Context: an optimization exercise on an open-source flow, tuned for small area, a short achievable clock period and few clock cycles per item. The choices shown serve that exercise and are no tape-out recipe. No activity file was given, so power comes from the tool's default toggle rates.

delta:
Design running_mean_variance_stats, start of the top module:
module running_mean_variance_stats (
    input  logic        aclk,
    input  logic        aresetn,
    input  logic        cfg_valid,
    output logic        cfg_ready,
    input  logic [47:0] cfg_data,
    input  logic        s_tvalid,
    output logic        s_tready,
    input  logic [31:0] s_tdata,    
    input  logic        s_tuser,    
    output logic        m_tvalid,
    input  logic        m_tready,
    output logic [119:0] m_tdata
);
==> flow/config.mk <==
export PLATFORM = sky130hd
export DESIGN_NAME = running_mean_variance_stats
export DESIGN_NICKNAME = running_mean_variance_stats
export VERILOG_FILES = /design/flow/design.v
export SDC_FILE = /design/flow/constraint.sdc
export NUM_CORES = 4
export LEC_CHECK = 0
export CAP_MARGIN = 20
export CORE_MARGIN = 2
export CORE_UTILIZATION = 40
export SETUP_SLACK_MARGIN = 5
export SLEW_MARGIN = 20
==> flow/constraint.sdc <==
create_clock -name core_clock -period 10.0 [get_ports {aclk}]
set_input_delay 2.0000 -clock core_clock [delete_from_list [all_inputs] [get_ports {aclk}]]
set_output_delay 2.0000 -clock core_clock [all_outputs]
set_load 0.01 [all_outputs]
run.sh (not shown) runs the stock make flow with config.mk's settings and CLKGATE_MAP_FILE= SYNTH_SCRIPT=/design/flow/synth_recipe.tcl, a recipe that flattens the netlist after the stock synthesis.
Input changes introduced in epsilon (baseline for comparison: delta):
-- flow/design.v --
<<< delta, line 59
    logic n_ge3;                   
    logic u_start;
    assign u_start = p_v && !u_run && !u_done;
    logic need_u;
    assign need_u = xm_reg || stale_reg;
>>> epsilon, line 59
    logic n_ge3;                   
    logic u_start;
    logic h_load;
    logic u_free, u_start_p, u_start_d;
    assign u_free    = !u_run && (!u_done || h_load);
    assign u_start_p = p_v && u_free;
    assign u_start_d = disp && need_u && !p_v && u_free;
    assign u_start   = u_start_p || u_start_d;
    logic [47:0] u_src;
    assign u_src = (u_start_d && xm_reg) ? b_new : busy_reg;
    logic need_u;
    assign need_u = xm_reg || stale_reg;
<<< delta, line 93
    assign f_sub = f_hsub;
    assign f_add = f_hen ? ({32'd0, f_d1} ^ {64{f_sub}}) : 64'd0;
    logic [64:0] f_hsum;
    assign f_hsum = {f_acc2, 1'b1} + {f_add, f_sub};
    assign f_hor  = f_hsum[64:1];
    logic [65:0] s_ca, s_cb, s_cc, s_cs, s_cy;
    logic [66:0] s_sum;
>>> epsilon, line 100
    assign f_sub = f_hsub;
    assign f_add = f_hen ? ({32'd0, f_d1} ^ {64{f_sub}}) : 64'd0;
    logic [65:0] s_ca, s_cb, s_cc, s_cs, s_cy;
    logic [66:0] s_sum;
<<< delta, line 104
    assign s_cs  = s_ca ^ s_cb ^ s_cc;
    assign s_cy  = (s_ca & s_cb) | (s_ca & s_cc) | (s_cb & s_cc);
    assign s_sum = {s_cs, f_sub} + {s_cy[64:0], 1'b0, f_sub};
    assign s_new = s_sum[65] ? 64'hFFFF_FFFF_FFFF_FFFF : s_sum[64:1];
    logic [31:0] mean_new, n_new, k_new;
>>> epsilon, line 108
    assign s_cs  = s_ca ^ s_cb ^ s_cc;
    assign s_cy  = (s_ca & s_cb) | (s_ca & s_cc) | (s_cb & s_cc);
    logic [66:0] h_a, h_b;
    assign h_a   = f_cnt[5] ? {s_cs, f_sub} : {2'b00, f_acc2, 1'b1};
    assign h_b   = f_cnt[5] ? {s_cy[64:0], 1'b0, f_sub} : {{2{f_add[63]}}, f_add, f_sub};
    assign s_sum = h_a + h_b;
    assign f_hor = s_sum[64:1];
    assign s_new = s_sum[65] ? 64'hFFFF_FFFF_FFFF_FFFF : s_sum[64:1];
    logic [31:0] mean_new, n_new, k_new;
<<< delta, line 122
    logic h_pop;
    assign h_pop = commit_b || (commit_s && f_util);
    logic h_load;
    assign h_load = u_done && (!h_v || h_pop);
    logic [65:0] r_r4;
>>> epsilon, line 130
    logic h_pop;
    assign h_pop = commit_b || (commit_s && f_util);
    assign h_load = u_done && (!h_v || h_pop);
    logic [65:0] r_r4;
<<< delta, line 183
            end
            if (disp) begin
                if (need_u) begin
                    p_v    <= 1'b1;
                    p_busy <= xm_reg;
>>> epsilon, line 190
            end
            if (disp) begin
                if (need_u && !u_start_d) begin
                    p_v    <= 1'b1;
                    p_busy <= xm_reg;
<<< delta, line 218
                p_v      <= 1'b0;
                u_run    <= 1'b1;
                u_isbusy <= p_busy;
                u_cnt    <= 5'd0;
                u_tz     <= (total_reg == 48'd0);
>>> epsilon, line 225
                p_v      <= 1'b0;
                u_run    <= 1'b1;
                u_isbusy <= u_start_p ? p_busy : xm_reg;
                u_cnt    <= 5'd0;
                u_tz     <= (total_reg == 48'd0);
<<< delta, line 279
        end
        if (u_start) begin
            u_rem <= {1'b0, busy_reg[47:1]};
            u_bit <= busy_reg[0];
        end else begin
            u_rem <= u_ge ? u_diff[47:0] : u_sh[47:0];
>>> epsilon, line 286
        end
        if (u_start) begin
            u_rem <= {1'b0, u_src[47:1]};
            u_bit <= u_src[0];
        end else begin
            u_rem <= u_ge ? u_diff[47:0] : u_sh[47:0];
==> comparison <==
In epsilon the implementation ran to completion but is not tape-out ready, as the final checks report capacitance limit, slew limit.
Compared with delta, epsilon shows design area that has gone down slightly.
Looking at post-synthesis compound-gate area fraction across delta and epsilon, the one that comes out lower is epsilon.
Between delta and epsilon, mean number of vias per cell increased.
Count of clock-buffer cells in the layout in epsilon vs delta: down 9
Met1 demand-to-capacity share in global routing (epsilon over delta): decrease, 2.3 points
The power of epsilon was inferior to that of delta.
No functional check of the RTL was part of any run of this note.


## the reference run
Another version of the RTL of running_mean_variance_stats (not shown whole).
Size in the first run: about 6900 cells after synthesis, about 710 flip-flops, about 210 I/O pins, roughly 55000 um^2 of cells after synthesis.
## running_mean_variance_stats
module running_mean_variance_stats (
    input  logic        aclk,
    input  logic        aresetn,
    input  logic        cfg_valid,
    output logic        cfg_ready,
    input  logic [47:0] cfg_data,
    input  logic        s_tvalid,
    output logic        s_tready,
    input  logic [31:0] s_tdata,    
    input  logic        s_tuser,    
    output logic        m_tvalid,
    input  logic        m_tready,
    output logic [119:0] m_tdata
);
make LEC_CHECK=0 CAP_MARGIN=20 CORE_MARGIN=2 CORE_UTILIZATION=40 SETUP_SLACK_MARGIN=5 SLEW_MARGIN=20 finish   # period 10.0 ns
The reference run completed every stage of the flow, and the final layout passed the timing, design-rule and antenna checks.
For the trial run, these inputs were changed with respect to the reference run:
-- flow/design.v --
<<< the reference run, line 34
    assign x_in  = s_tdata;
    assign xm_in = s_tuser;
    logic        f_busy, f_neg, f_util;
    logic        f_hen, f_hsub;    
    logic [5:0]  f_cnt;
    logic [31:0] f_rem, f_nq, f_d1;
>>> the trial run, line 34
    assign x_in  = s_tdata;
    assign xm_in = s_tuser;
    logic        f_busy, f_neg, f_dbit, f_qbit, f_util;
    logic [5:0]  f_cnt;
    logic [31:0] f_rem, f_nq, f_d1;
<<< the reference run, line 87
    logic        f_sub;
    logic [63:0] f_add;
    assign f_sub = f_hsub;
    assign f_add = f_hen ? ({32'd0, f_d1} ^ {64{f_sub}}) : 64'd0;
    logic [64:0] f_hsum;
    assign f_hsum = {f_acc2, 1'b1} + {f_add, f_sub};
>>> the trial run, line 86
    logic        f_sub;
    logic [63:0] f_add;
    assign f_sub = f_qbit && !f_dbit;
    assign f_add = (f_dbit ^ f_qbit) ? ({32'd0, f_d1} ^ {64{f_sub}}) : 64'd0;
    logic [64:0] f_hsum;
    assign f_hsum = {f_acc2, 1'b1} + {f_add, f_sub};
<<< the reference run, line 181
                    f_neg  <= xm_diff[32];
                    f_d1   <= d1_new;
                    f_hsub <= 1'b0;
                    if (n_ge3) begin
                        f_cnt  <= 6'd2;
                        f_nq   <= {d1_new[29:0], 2'b00};
                        f_acc  <= d1_new[31] ? {32'd0, d1_new} : 64'd0;
                        f_hen  <= d1_new[30];
                    end else begin
                        f_cnt  <= 6'd0;
                        f_nq   <= d1_new;
                        f_acc  <= '0;
                        f_hen  <= 1'b0;
                    end
                end
>>> the trial run, line 180
                    f_neg  <= xm_diff[32];
                    f_d1   <= d1_new;
                    f_qbit <= 1'b0;
                    if (n_ge3) begin
                        f_cnt  <= 6'd2;
                        f_nq   <= {d1_new[29:0], 2'b00};
                        f_acc  <= d1_new[31] ? {32'd0, d1_new} : 64'd0;
                        f_dbit <= d1_new[30];
                    end else begin
                        f_cnt  <= 6'd0;
                        f_nq   <= d1_new;
                        f_acc  <= '0;
                        f_dbit <= 1'b0;
                    end
                end
<<< the reference run, line 197
            if (f_busy && !f_cnt[5]) begin
                f_nq   <= {f_nq[30:0], f_ge};
                f_hen  <= f_nq[31] ^ f_ge;
                f_hsub <= f_ge && !f_nq[31];
                f_acc  <= f_hor;
                f_cnt  <= f_cnt + 6'd1;
>>> the trial run, line 196
            if (f_busy && !f_cnt[5]) begin
                f_nq   <= {f_nq[30:0], f_ge};
                f_dbit <= f_nq[31];
                f_qbit <= f_ge;
                f_acc  <= f_hor;
                f_cnt  <= f_cnt + 6'd1;
<<< the reference run, line 245
                    r_cnt <= 5'd2;
                    s_reg <= {s_new[59:0], s_new[63:60]};
                end else begin
                    r_cnt <= 5'd0;
>>> the trial run, line 244
                    r_cnt <= 5'd2;
                    s_reg <= {s_new[59:0], s_new[63:60]};
                end else if (|n_reg[31:2]) begin
                    r_cnt <= 5'd1;
                    s_reg <= {s_new[61:0], s_new[63:62]};
                end else begin
                    r_cnt <= 5'd0;
<<< the reference run, line 274
        if (commit_s) begin
            r_q <= '0;
            if (|n_reg[31:4]) r_rem <= {60'd0, s_new[63:60]};
            else              r_rem <= '0;
        end else begin
            r_rem <= r_b ? r_diff[63:0] : r_r4[63:0];
>>> the trial run, line 276
        if (commit_s) begin
            r_q <= '0;
            if (|n_reg[31:4])      r_rem <= {60'd0, s_new[63:60]};
            else if (|n_reg[31:2]) r_rem <= {62'd0, s_new[63:62]};
            else                   r_rem <= '0;
        end else begin
            r_rem <= r_b ? r_diff[63:0] : r_r4[63:0];
Findings:
As far as area taken by flip-flops and latches is concerned, the trial run and the reference run perform about the same.
The hold slack was comparable across the reference run and the trial run.
Via count (the trial run vs. the reference run) decreases slightly
Comparing the reference run and the trial run, highest cell delay on the worst timing path is lower on the reference run.
From the reference run to the trial run the numbers moved as follows: maximum frequency decreased about 3%, power consumption increased 0.37%, layout buffering overhead excluding clock cells increased 0.68 points.
Diff the trial run..the reference run | cell area | negligible
The trial run against the reference run: area added between synthesis and finish higher, non-clock buffer count higher, basic-gate share of the synthesized area counting and, or, nand and nor cells roughly the same, proportion of cell area occupied by registers roughly the same.
Between the reference run and the trial run, the difference in leakage dissipation is negligible.
No functional check of the RTL was part of any run of this note.


The RTL this note starts from:
==> flow/design.v <==
package rmvs_pkg;
    localparam int FRAC_BITS = 16;
    localparam int CNT_W     = 32;
    localparam int VAL_W     = 32;
    localparam int SQ_W      = 64;
    localparam int BUSY_W    = 48;
    localparam int UTIL_W    = 17;
    localparam logic MODE_SAMPLE = 1'b0;
    localparam logic MODE_BUSY   = 1'b1;
endpackage
module running_mean_variance_stats (
    input  logic        aclk,
    input  logic        aresetn,
    input  logic        cfg_valid,
    output logic        cfg_ready,
    input  logic [47:0] cfg_data,
    input  logic        s_tvalid,
    output logic        s_tready,
    input  logic [31:0] s_tdata,    
    input  logic        s_tuser,    
    output logic        m_tvalid,
    input  logic        m_tready,
    output logic [119:0] m_tdata
);
    logic [31:0] n_reg, mean_reg;
    logic [63:0] s_reg;
    logic [47:0] busy_reg, total_reg;
    logic [31:0] sd_reg;           
    logic [16:0] util_reg;
    logic        pend_reg;         
    logic        stale_reg;        
    logic        xv_reg, xm_reg;
    logic [31:0] x_reg;
    logic        f_busy, f_neg, f_util;
    logic        f_hen, f_hsub;    
    logic [5:0]  f_cnt;
    logic [31:0] f_rem, f_nq, f_d1;
    logic [63:0] f_acc;
    logic        r_busy, r_kz;
    logic [4:0]  r_cnt;
    logic [31:0] r_k;
    logic [63:0] r_rem, r_q;
    logic        u_run, u_done, u_isbusy, u_bit, u_tz;
    logic [4:0]  u_cnt;
    logic [47:0] u_rem;
    logic [16:0] u_q;
    logic        p_v, p_busy;      
    logic        h_v, h_busy;      
    logic [16:0] h_val;
    logic s_fire, c_fire, m_fire;
    assign s_tready  = !xv_reg;
    assign cfg_ready = !xv_reg && !u_run && !p_v;
    assign m_tvalid  = pend_reg && !r_busy;
    assign m_tdata   = {7'd0, util_reg, sd_reg, mean_reg, n_reg};
    assign s_fire = s_tvalid && s_tready;
    assign c_fire = cfg_valid && cfg_ready;
    assign m_fire = m_tvalid && m_tready;
    logic n_max;                   
    logic n_ge3;                   
    logic u_start;
    assign u_start = p_v && !u_run && !u_done;
    logic need_u;
    assign need_u = xm_reg || stale_reg;
    logic disp;
    assign disp = xv_reg && !f_busy && (!need_u || !p_v);
    logic [32:0] xm_diff;
    logic [31:0] mx_diff, d1_new;
    assign xm_diff = {1'b0, x_reg} - {1'b0, mean_reg};
    assign mx_diff = mean_reg - x_reg;
    assign d1_new  = xm_diff[32] ? mx_diff : xm_diff[31:0];
    logic [48:0] b_sum;
    logic [47:0] b_new;
    assign b_sum = {1'b0, busy_reg} + {17'd0, x_reg};
    assign b_new = b_sum[48] ? 48'hFFFF_FFFF_FFFF : b_sum[47:0];
    logic [32:0] f_sh;
    logic [34:0] f_dsum;
    logic [33:0] f_diff;
    logic        f_ge;
    assign f_sh   = {f_rem, f_nq[31]};
    assign f_dsum = {1'b0, f_sh, 1'b1} + {2'b11, ~n_reg, n_max};
    assign f_diff = f_dsum[34:1];
    assign f_ge   = !f_diff[33];
    logic [63:0] f_acc2, f_hor;
    assign f_acc2 = {f_acc[62:0], 1'b0};
    logic        f_sub;
    logic [63:0] f_add;
    assign f_sub = f_hsub;
    assign f_add = f_hen ? ({32'd0, f_d1} ^ {64{f_sub}}) : 64'd0;
    logic [64:0] f_hsum;
    assign f_hsum = {f_acc2, 1'b1} + {f_add, f_sub};
    assign f_hor  = f_hsum[64:1];
    logic [65:0] s_ca, s_cb, s_cc, s_cs, s_cy;
    logic [66:0] s_sum;
    logic [63:0] s_new;
    assign s_ca  = {2'b00, s_reg};
    assign s_cb  = {1'b0, f_acc2[63:0], 1'b0} >> 1;
    assign s_cc  = {{2{f_add[63]}}, f_add};
    assign s_cs  = s_ca ^ s_cb ^ s_cc;
    assign s_cy  = (s_ca & s_cb) | (s_ca & s_cc) | (s_cb & s_cc);
    assign s_sum = {s_cs, f_sub} + {s_cy[64:0], 1'b0, f_sub};
    assign s_new = s_sum[65] ? 64'hFFFF_FFFF_FFFF_FFFF : s_sum[64:1];
    logic [32:0] m_sum;
    logic [31:0] mean_new, n_new, k_new;
    assign m_sum    = {mean_reg, 1'b1} + {f_nq ^ {32{f_neg}}, f_neg};
    assign mean_new = m_sum[32:1];
    assign n_new    = n_max ? n_reg : n_reg + 32'd1;
    assign k_new    = n_max ? 32'hFFFF_FFFE : n_reg;
    logic f_fin;
    assign f_fin = f_busy && f_cnt[5];    
    logic slot;
    assign slot = !pend_reg;
    logic commit_s;
    assign commit_s = f_fin && slot && !(h_v && h_busy) &&
                      !((u_run || u_done) && u_isbusy) && !(p_v && p_busy) &&
                      !(f_util && !h_v);
    logic commit_b;
    assign commit_b = h_v && h_busy && slot;
    logic h_pop;
    assign h_pop = commit_b || (commit_s && f_util);
    logic h_load;
    assign h_load = u_done && (!h_v || h_pop);
    logic [65:0] r_r4;
    logic [66:0] r_diff, r_ca, r_cb, r_cc, r_cs, r_cy;
    logic        r_b;
    assign r_r4   = {r_rem, s_reg[63:62]};
    assign r_ca   = {1'b0, r_r4};
    assign r_cb   = ~{1'b0, r_q, 2'b00};
    assign r_cc   = ~{35'd0, r_k};
    assign r_cs   = r_ca ^ r_cb ^ r_cc;
    assign r_cy   = (r_ca & r_cb) | (r_ca & r_cc) | (r_cb & r_cc);
    logic [67:0] r_dsum;
    assign r_dsum = {r_cs, 1'b1} + {r_cy[65:0], 1'b1, 1'b1};
    assign r_diff = r_dsum[67:1];
    assign r_b    = !r_diff[66] && !r_kz;
    logic [63:0] r_q2, r_qk;
    assign r_q2 = {r_q[62:0], 1'b0};
    assign r_qk = r_q2 + {32'd0, r_k};
    logic [48:0] u_sh;
    logic [49:0] u_diff;
    logic        u_ge;
    assign u_sh   = {u_rem, u_bit};
    assign u_diff = {1'b0, u_sh} - {2'b0, total_reg};
    assign u_ge   = !u_diff[49];
    logic [16:0] u_val;
    assign u_val = u_tz ? 17'd0 : (u_q[16] ? 17'h10000 : {1'b0, u_q[15:0]});
    always_ff @(posedge aclk) begin
        if (!aresetn) begin
            n_reg     <= '0;
            n_max     <= 1'b0;
            n_ge3     <= 1'b0;
            mean_reg  <= '0;
            s_reg     <= '0;
            busy_reg  <= '0;
            total_reg <= '0;
            sd_reg    <= '0;
            util_reg  <= '0;
            pend_reg  <= 1'b0;
            stale_reg <= 1'b0;
            xv_reg    <= 1'b0;
            f_busy    <= 1'b0;
            r_busy    <= 1'b0;
            u_run     <= 1'b0;
            u_done    <= 1'b0;
            h_v       <= 1'b0;
            p_v       <= 1'b0;
        end else begin
            if (s_fire) begin
                xv_reg <= 1'b1;
                x_reg  <= s_tdata;
                xm_reg <= s_tuser;
            end else if (disp) begin
                xv_reg <= 1'b0;
            end
            if (c_fire) begin
                total_reg <= cfg_data;
                stale_reg <= 1'b1;
            end else if (disp && need_u) begin
                stale_reg <= 1'b0;
            end
            if (disp) begin
                if (need_u) begin
                    p_v    <= 1'b1;
                    p_busy <= xm_reg;
                end
                if (xm_reg) begin
                    busy_reg <= b_new;
                end else begin
                    f_busy <= 1'b1;
                    f_util <= stale_reg;
                    f_neg  <= xm_diff[32];
                    f_d1   <= d1_new;
                    f_hsub <= 1'b0;
                    if (n_ge3) begin
                        f_cnt  <= 6'd2;
                        f_nq   <= {d1_new[29:0], 2'b00};
                        f_acc  <= d1_new[31] ? {32'd0, d1_new} : 64'd0;
                        f_hen  <= d1_new[30];
                    end else begin
                        f_cnt  <= 6'd0;
                        f_nq   <= d1_new;
                        f_acc  <= '0;
                        f_hen  <= 1'b0;
                    end
                end
            end
            if (f_busy && !f_cnt[5]) begin
                f_nq   <= {f_nq[30:0], f_ge};
                f_hen  <= f_nq[31] ^ f_ge;
                f_hsub <= f_ge && !f_nq[31];
                f_acc  <= f_hor;
                f_cnt  <= f_cnt + 6'd1;
            end
            if (u_start) begin
                p_v      <= 1'b0;
                u_run    <= 1'b1;
                u_isbusy <= p_busy;
                u_cnt    <= 5'd0;
                u_tz     <= (total_reg == 48'd0);
            end
            if (u_run) begin
                u_q   <= {u_q[15:0], u_ge};
                u_cnt <= u_cnt + 5'd1;
                if (u_cnt == 5'd16) begin
                    u_run  <= 1'b0;
                    u_done <= 1'b1;
                end
            end
            if (r_busy) begin
                sd_reg <= {sd_reg[30:0], r_b};
                s_reg  <= {s_reg[61:0], s_reg[63:62]};
                r_cnt  <= r_cnt + 5'd1;
                if (r_cnt == 5'd31) r_busy <= 1'b0;
            end
            if (h_load) begin
                h_v    <= 1'b1;
                h_busy <= u_isbusy;
                h_val  <= u_val;
                u_done <= 1'b0;
            end else if (h_pop) begin
                h_v    <= 1'b0;
            end
            if (commit_s) begin
                f_busy   <= 1'b0;
                n_reg    <= n_new;
                n_max    <= n_max || (n_reg == 32'hFFFF_FFFE);
                n_ge3    <= n_ge3 || (n_reg == 32'd2);
                mean_reg <= mean_new;
                pend_reg <= 1'b1;
                r_busy   <= 1'b1;
                r_k      <= k_new;
                r_kz     <= n_reg == 32'd0;
                sd_reg   <= '0;
                if (|n_reg[31:4]) begin
                    r_cnt <= 5'd2;
                    s_reg <= {s_new[59:0], s_new[63:60]};
                end else begin
                    r_cnt <= 5'd0;
                    s_reg <= s_new;
                end
                if (f_util) util_reg <= h_val;
            end else if (commit_b) begin
                util_reg <= h_val;
                pend_reg <= 1'b1;
            end else if (m_fire) begin
                pend_reg <= 1'b0;
            end
        end
    end
    always_ff @(posedge aclk) begin
        if (disp && !xm_reg) begin
            if (n_ge3) f_rem <= {30'd0, d1_new[31:30]};
            else       f_rem <= '0;
        end else begin
            f_rem <= f_ge ? f_diff[31:0] : f_sh[31:0];
        end
        if (u_start) begin
            u_rem <= {1'b0, busy_reg[47:1]};
            u_bit <= busy_reg[0];
        end else begin
            u_rem <= u_ge ? u_diff[47:0] : u_sh[47:0];
            u_bit <= 1'b0;
        end
        if (commit_s) begin
            r_q <= '0;
            if (|n_reg[31:4]) r_rem <= {60'd0, s_new[63:60]};
            else              r_rem <= '0;
        end else begin
            r_rem <= r_b ? r_diff[63:0] : r_r4[63:0];
            r_q   <= r_b ? r_qk : r_q2;
        end
    end
endmodule
Settings: LEC_CHECK=0, CAP_MARGIN=20, CORE_MARGIN=2, CORE_UTILIZATION=40, SETUP_SLACK_MARGIN=5, SLEW_MARGIN=20; clock period 10.0 ns.
Rerun with:
--- a/flow/design.v
+++ b/flow/design.v
@@ -29,12 +29,11 @@
     logic [16:0] util_reg;
     logic        pend_reg;         
     logic        stale_reg;        
     logic        xv_reg, xm_reg;
     logic [31:0] x_reg;
-    logic        f_busy, f_neg, f_util;
-    logic        f_hen, f_hsub;    
+    logic        f_busy, f_neg, f_dbit, f_qbit, f_util;
     logic [5:0]  f_cnt;
     logic [31:0] f_rem, f_nq, f_d1;
     logic [63:0] f_acc;
     logic        r_busy, r_kz;
     logic [4:0]  r_cnt;
@@ -82,12 +81,12 @@
     assign f_ge   = !f_diff[33];
     logic [63:0] f_acc2, f_hor;
     assign f_acc2 = {f_acc[62:0], 1'b0};
     logic        f_sub;
     logic [63:0] f_add;
-    assign f_sub = f_hsub;
-    assign f_add = f_hen ? ({32'd0, f_d1} ^ {64{f_sub}}) : 64'd0;
+    assign f_sub = f_qbit && !f_dbit;
+    assign f_add = (f_dbit ^ f_qbit) ? ({32'd0, f_d1} ^ {64{f_sub}}) : 64'd0;
     logic [64:0] f_hsum;
     assign f_hsum = {f_acc2, 1'b1} + {f_add, f_sub};
     assign f_hor  = f_hsum[64:1];
     logic [65:0] s_ca, s_cb, s_cc, s_cs, s_cy;
     logic [66:0] s_sum;
@@ -187,28 +186,28 @@
                 end else begin
                     f_busy <= 1'b1;
                     f_util <= stale_reg;
                     f_neg  <= xm_diff[32];
                     f_d1   <= d1_new;
-                    f_hsub <= 1'b0;
+                    f_qbit <= 1'b0;
                     if (n_ge3) begin
                         f_cnt  <= 6'd2;
                         f_nq   <= {d1_new[29:0], 2'b00};
                         f_acc  <= d1_new[31] ? {32'd0, d1_new} : 64'd0;
-                        f_hen  <= d1_new[30];
+                        f_dbit <= d1_new[30];
                     end else begin
                         f_cnt  <= 6'd0;
                         f_nq   <= d1_new;
                         f_acc  <= '0;
-                        f_hen  <= 1'b0;
+                        f_dbit <= 1'b0;
                     end
                 end
             end
             if (f_busy && !f_cnt[5]) begin
                 f_nq   <= {f_nq[30:0], f_ge};
-                f_hen  <= f_nq[31] ^ f_ge;
-                f_hsub <= f_ge && !f_nq[31];
+                f_dbit <= f_nq[31];
+                f_qbit <= f_ge;
                 f_acc  <= f_hor;
                 f_cnt  <= f_cnt + 6'd1;
             end
             if (u_start) begin
                 p_v      <= 1'b0;
@@ -251,10 +250,13 @@
                 r_kz     <= n_reg == 32'd0;
                 sd_reg   <= '0;
                 if (|n_reg[31:4]) begin
                     r_cnt <= 5'd2;
                     s_reg <= {s_new[59:0], s_new[63:60]};
+                end else if (|n_reg[31:2]) begin
+                    r_cnt <= 5'd1;
+                    s_reg <= {s_new[61:0], s_new[63:62]};
                 end else begin
                     r_cnt <= 5'd0;
                     s_reg <= s_new;
                 end
                 if (f_util) util_reg <= h_val;
@@ -280,12 +282,13 @@
             u_rem <= u_ge ? u_diff[47:0] : u_sh[47:0];
             u_bit <= 1'b0;
         end
         if (commit_s) begin
             r_q <= '0;
-            if (|n_reg[31:4]) r_rem <= {60'd0, s_new[63:60]};
-            else              r_rem <= '0;
+            if (|n_reg[31:4])      r_rem <= {60'd0, s_new[63:60]};
+            else if (|n_reg[31:2]) r_rem <= {62'd0, s_new[63:62]};
+            else                   r_rem <= '0;
         end else begin
             r_rem <= r_b ? r_diff[63:0] : r_r4[63:0];
             r_q   <= r_b ? r_qk : r_q2;
         end
     end
Result: Sequential cell count stays the same. Register-to-register slack gets worse by 0.29 ns. Total power climbs by a few percent. Clock skew falls by 0.0079 ns. Setup slack got worse by 0.29 ns. Global-route usage increases by 0.67 points.
No run of this note included a check of the RTL's function; only the layout flow was run.

==> re-timing with driven ports <==
No port has a modelled driver above. Below, the same layouts with a new extraction and two added sets of constraints.
Step 1 (the two cells are an assumption about what drives the block):
set clk [get_ports {aclk}]
set_driving_cell -lib_cell sky130_fd_sc_hd__clkbuf_16 $clk
set_driving_cell -lib_cell sky130_fd_sc_hd__buf_2 [delete_from_list [all_inputs] $clk]
Step 2 also shifts input and output timing later by t, the mid clock arrival at the registers, as if the neighbouring blocks saw the same clock.
Three values: no drivers, after step 1, after step 2; two values: the first two.
run	t, ns	setup slack, ns	clock arrival spread, ns
delta	0.773	4.993 / 4.993 / 4.993	0.029 / 0.028
epsilon	0.774	5.121 / 5.121 / 5.100	0.052 / 0.052
the reference run	0.773	5.035 / 5.044 / 4.312	0.058 / 0.058
the trial run	0.738	4.890 / 4.842 / 4.264	0.031 / 0.031
the first run of note 3	0.784	5.141 / 5.141 / 4.927	0.056 / 0.057
the second run of note 3	0.784	4.849 / 4.849 / 4.849	0.046 / 0.046
For the reference run, which loses most, drivers alone change the setup slack by +0.009 ns; drivers and shift together by -0.723 ns.
